Background: an optimization exercise with open tools, aiming at small area and a short achievable clock period. Do not read the settings as production practice.
Only simulation tests tie the RTL to the original design; equivalence was not proved.
The flow treats the clock pin as an ideal source, which a real chip does not have.

// mdu_hilo
module mdu_hilo #(
    parameter int MULT_CYCLES = mdu_pkg::MDU_MULT_CYCLES_DEF,
    parameter int DIV_CYCLES  = mdu_pkg::MDU_DIV_CYCLES_DEF
) (
    input  logic                clk,
    input  logic                reset,
    input  logic                start,
    input  logic [mdu_pkg::MDU_OP_W-1:0] op,
    input  logic [31:0]         rs_val,
    input  logic [31:0]         rt_val,
    input  logic                cancel,
    output logic                busy,
    output logic                stall_req,
    output logic [31:0]         hi,
    output logic [31:0]         lo
);
For scale: about 2100 cells after synthesis, roughly 180 flip-flops, roughly 140 I/O pins.
export LEC_CHECK = 0
export ABC_AREA = 1
export CAP_MARGIN = 20
export CORE_MARGIN = 2
export CORE_UTILIZATION = 60
export SLEW_MARGIN = 20
create_clock -name core_clock -period 110.0 [get_ports {clk}]
standard.sh (not shown) runs the stock make flow with config.mk's settings and CLKGATE_MAP_FILE= SYNTH_SCRIPT=/design/flow/synth_recipe.tcl, a recipe that flattens the netlist after the stock synthesis.
==> flow/flow/run.sh <==
#!/bin/bash
set -euo pipefail
export BUFFER_PORTS_ARGS="-buffer_cell sky130_fd_sc_hd__buf_1"
R=orfs/results/${FLOW_PLATFORM:-sky130hd}/mdu_hilo/base
bash standard.sh place > standard_place.log 2>&1
cp $R/3_place.odb $R/3_place_pre_downsize.odb
DS_LIB=$FLOW_HOME/platforms/sky130hd/lib/sky130_fd_sc_hd__tt_025C_1v80.lib \
DS_PLATFORM_DIR=$FLOW_HOME/platforms/sky130hd \
DS_IN=$R/3_place_pre_downsize.odb DS_OUT=$R/3_place.odb DS_SDC=$R/3_place.sdc \
DS_SLACK_LOSS=0.0 DS_REG_MARGIN=1.0 \
  openroad -no_init -exit flow/downsize.tcl > downsize.log 2>&1
bash standard.sh > standard_finish.log 2>&1
==> flow/flow/downsize.tcl <==
# Area recovery after placement: swap up-sized combinational cells back to
# their _1 (or smallest) variant wherever that does not lower the worst setup
# slack of any path group below a limit and adds no slew, cap or fanout
# violation.
set lib   $::env(DS_LIB)
set plat  $::env(DS_PLATFORM_DIR)
set in_db $::env(DS_IN)
set out_db $::env(DS_OUT)
read_liberty $lib
read_db $in_db
read_sdc $::env(DS_SDC)
source $plat/setRC.tcl
estimate_parasitics -placement

proc worst {} { return [sta::worst_slack_cmd max] }
# worst slack of the paths that end at registers
proc worst_reg {} {
  set p [find_timing_paths -to [all_registers -data_pins] -sort_by_slack -group_path_count 1]
  return [get_property [lindex $p 0] slack]
}
proc viol {} {
  return [expr {[sta::max_slew_violation_count] + [sta::max_capacitance_violation_count] + [sta::max_fanout_violation_count]}]
}
set w0 [worst]
set r0 [worst_reg]
set v0 [viol]
puts "start: worst slack $w0, register paths $r0, violations $v0, area [rsz::design_area]"
# keep the worst slack at least this far above what it was
set floor [expr {$w0 - $::env(DS_SLACK_LOSS)}]
# and keep the register paths this far above the worst slack (or where
# they were, if that is lower)
set rfloor [expr {min($r0, $w0 * 1e9 + $::env(DS_REG_MARGIN))}]
set block [sta::top_instance]
set n 0
set tried 0
foreach inst [get_cells *] {
  set master [get_property $inst ref_name]
  if {![regexp {^(sky130_fd_sc_hd__[a-z0-9]+)_([0-9]+)$} $master -> base size]} continue
  if {$size <= 1} continue
  if {[regexp {df|clk|fa$|ha$|tap|fill|decap|conb|dly} $base]} continue
  set cands {}
  foreach s {1 0 2 4 8} {
    if {$s >= $size} continue
    set c [get_lib_cells -quiet */${base}_$s]
    if {[llength $c]} { lappend cands $c }
  }
  foreach c $cands {
    incr tried
    set old [get_property $inst ref_name]
    if {[catch {replace_cell $inst $c}]} continue
    estimate_parasitics -placement
    if {[worst] < $floor || [worst_reg] < $rfloor || [viol] > $v0} {
      replace_cell $inst [get_lib_cells */$old]
      estimate_parasitics -placement
    } else {
      incr n
      break
    }
  }
}
puts "swapped $n of $tried tries: worst slack [worst], register paths [worst_reg], violations [viol], area [rsz::design_area]"
write_db $out_db
==> next run, changes <==
--- a/flow/flow/run.sh
+++ b/flow/flow/run.sh
@@ -1,0 +2,3 @@
+# Standard layout with these changes:
+#  * the port buffers are the smallest buffer (sky130_fd_sc_hd__buf_1)
+#    instead of the one buffer_ports picks by default;
@@ -4,0 +8,2 @@
+LIB=$FLOW_HOME/platforms/sky130hd/lib/sky130_fd_sc_hd__tt_025C_1v80.lib
+PLAT=$FLOW_HOME/platforms/sky130hd
@@ -7,2 +12 @@
-DS_LIB=$FLOW_HOME/platforms/sky130hd/lib/sky130_fd_sc_hd__tt_025C_1v80.lib \
-DS_PLATFORM_DIR=$FLOW_HOME/platforms/sky130hd \
+DS_LIB=$LIB DS_PLATFORM_DIR=$PLAT \
@@ -11,0 +16,11 @@
+CTS_BUF_LIST=sky130_fd_sc_hd__clkbuf_8 bash standard.sh cts > standard_cts8.log 2>&1
+CS_LIB=$LIB CS_PLATFORM_DIR=$PLAT CS_IN=$R/4_cts.odb CS_SDC=$R/4_cts.sdc \
+  openroad -no_init -exit flow/clkslew.tcl > clkslew8.log 2>&1
+SLEW=$(awk '/^CLKSLEW/ {print $2}' clkslew8.log)
+if ! awk -v s="$SLEW" 'BEGIN { exit !(s != "" && s + 0 < 0.115) }'; then
+  echo "clkbuf_8 tree slew $SLEW ns: rebuilding with clkbuf_16" > cts_choice.log
+  rm -f $R/4_1_cts.odb $R/4_cts.odb $R/4_cts.sdc
+  CTS_BUF_LIST=sky130_fd_sc_hd__clkbuf_16 bash standard.sh cts > standard_cts16.log 2>&1
+else
+  echo "clkbuf_8 tree slew $SLEW ns: kept" > cts_choice.log
+fi
==> flow/flow/clkslew.tcl (new file) <==
# Largest flip-flop clock-pin slew (ns) of a CTS result, with placement
# parasitics; printed as "CLKSLEW <value>".
read_liberty $::env(CS_LIB)
read_db $::env(CS_IN)
read_sdc $::env(CS_SDC)
source $::env(CS_PLATFORM_DIR)/setRC.tcl
set_propagated_clock [all_clocks]
estimate_parasitics -placement
set mx 0
foreach p [get_pins -of_objects [all_registers] -filter "direction==input"] {
  if {[get_property $p name] ne "CLK"} continue
  foreach t {slew_max_rise slew_max_fall} {
    set s [get_property $p $t]
    if {$s > $mx} { set mx $s }
  }
}
puts "CLKSLEW $mx"
CORE_UTILIZATION = 70   (was 60)
PLACE_DENSITY = 0.78   (was not set)
=> Hold slack improved by 0.014 ns; clock-buffer cell count falls by 1; register-to-register slack degrades by 0.30 ns; sequential share of layout area stays flat; worst setup slack is worse by 0.014 ns; global-route usage went up by 5.5 points; utilization went up by 10 points; area after synthesis is unchanged.

* * *

the reference run:
Another version of the RTL of mdu_hilo (not shown whole).
Size in the first run: roughly 140 I/O pins, about 16000 sq um of cells after synthesis.
export LEC_CHECK = 0
export ABC_AREA = 1
export CAP_MARGIN = 20
export CORE_MARGIN = 2
export CORE_UTILIZATION = 60
export SLEW_MARGIN = 20
create_clock -name core_clock -period 110.0 [get_ports {clk}]
==> flow/flow/run.sh <==
#!/bin/bash
# Standard layout with these changes:
#  * the port buffers are the smallest buffer (sky130_fd_sc_hd__buf_1)
#    instead of the one buffer_ports picks by default;
#  * clock tree synthesis with the standard arguments plus
#    -dont_use_dummy_load (no extra load cells on the clock tree).
set -euo pipefail
export BUFFER_PORTS_ARGS="-buffer_cell sky130_fd_sc_hd__buf_1"
export CTS_ARGS="-sink_clustering_enable -repair_clock_nets -dont_use_dummy_load"
R=orfs/results/${FLOW_PLATFORM:-sky130hd}/mdu_hilo/base
LIB=$FLOW_HOME/platforms/sky130hd/lib/sky130_fd_sc_hd__tt_025C_1v80.lib
PLAT=$FLOW_HOME/platforms/sky130hd
bash standard.sh place > standard_place.log 2>&1
cp $R/3_place.odb $R/3_place_pre_downsize.odb
DS_LIB=$LIB DS_PLATFORM_DIR=$PLAT \
DS_IN=$R/3_place_pre_downsize.odb DS_OUT=$R/3_place.odb DS_SDC=$R/3_place.sdc \
DS_SLACK_LOSS=0.0 DS_REG_MARGIN=1.0 \
  openroad -no_init -exit flow/downsize.tcl > downsize.log 2>&1
bash standard.sh > standard_finish.log 2>&1
Scripts as last shown in full above: flow/flow/downsize.tcl
Inputs modified between the reference run and the trial run:
diff --git a/flow/flow/run.sh b/flow/flow/run.sh
--- a/flow/flow/run.sh
+++ b/flow/flow/run.sh
@@ -5,2 +4,0 @@
-#  * clock tree synthesis with the standard arguments plus
-#    -dont_use_dummy_load (no extra load cells on the clock tree).
@@ -9 +6,0 @@
-export CTS_ARGS="-sink_clustering_enable -repair_clock_nets -dont_use_dummy_load"
@@ -18,0 +16,11 @@
+CTS_BUF_LIST=sky130_fd_sc_hd__clkbuf_8 bash standard.sh cts > standard_cts8.log 2>&1
+CS_LIB=$LIB CS_PLATFORM_DIR=$PLAT CS_IN=$R/4_cts.odb CS_SDC=$R/4_cts.sdc \
+  openroad -no_init -exit flow/clkslew.tcl > clkslew8.log 2>&1
+SLEW=$(awk '/^CLKSLEW/ {print $2}' clkslew8.log)
+if ! awk -v s="$SLEW" 'BEGIN { exit !(s != "" && s + 0 < 0.115) }'; then
+  echo "clkbuf_8 tree slew $SLEW ns: rebuilding with clkbuf_16" > cts_choice.log
+  rm -f $R/4_1_cts.odb $R/4_cts.odb $R/4_cts.sdc
+  CTS_BUF_LIST=sky130_fd_sc_hd__clkbuf_16 bash standard.sh cts > standard_cts16.log 2>&1
+else
+  echo "clkbuf_8 tree slew $SLEW ns: kept" > cts_choice.log
+fi
==> flow/flow/clkslew.tcl (new file) <==
# Largest flip-flop clock-pin slew (ns) of a CTS result, with placement
# parasitics; printed as "CLKSLEW <value>".
read_liberty $::env(CS_LIB)
read_db $::env(CS_IN)
read_sdc $::env(CS_SDC)
source $::env(CS_PLATFORM_DIR)/setRC.tcl
set_propagated_clock [all_clocks]
estimate_parasitics -placement
set mx 0
foreach p [get_pins -of_objects [all_registers] -filter "direction==input"] {
  if {[get_property $p name] ne "CLK"} continue
  foreach t {slew_max_rise slew_max_fall} {
    set s [get_property $p $t]
    if {$s > $mx} { set mx $s }
  }
}
puts "CLKSLEW $mx"
### Flow results
- Relative area change from synthesis to final layout in the trial run is 1.2 points above the reference run.
- Fraction of the cycle the final worst path needs: the trial run vs the reference run — no meaningful difference
- The reference run -> the trial run: clock buffer count delta 0, exact match

-- what the ideal ports hide --
The results above use ideal ports. As a check the final layouts listed here were re-extracted and re-timed, cells and wires unchanged.
Step 1 (the two cells are an assumption about what drives the block):
set clk [get_ports {clk}]
set_driving_cell -lib_cell sky130_fd_sc_hd__clkbuf_16 $clk
set_driving_cell -lib_cell sky130_fd_sc_hd__buf_2 [delete_from_list [all_inputs] $clk]
Step 2 moves the port delays by t, midway between the first and last clock arrival at a register: inputs arrive t later, outputs are due t later. That takes back most of the time a late clock gives input paths.
Three values: ideal, step 1, step 2; two values: the first two.
| run | shift t [ns] | slack for setup (ns) | worst slew at a driven data input, ns |
|---|---|---|---|
| the first run of note 1 | 0.491 | 65.189 / 65.166 / 65.166 | 0.06 |
| the second run of note 1 | 0.506 | 65.175 / 65.154 / 65.154 | 0.05 |
| the reference run | 0.482 | 65.223 / 65.202 / 65.202 | 0.04 |
| the trial run | 0.495 | 65.228 / 65.207 / 65.207 | 0.04 |
After both steps every run listed still meets setup and hold. The setup slack of the first run of note 1, which loses most, moves by -0.023 ns with the drivers and by -0.023 ns with both steps.
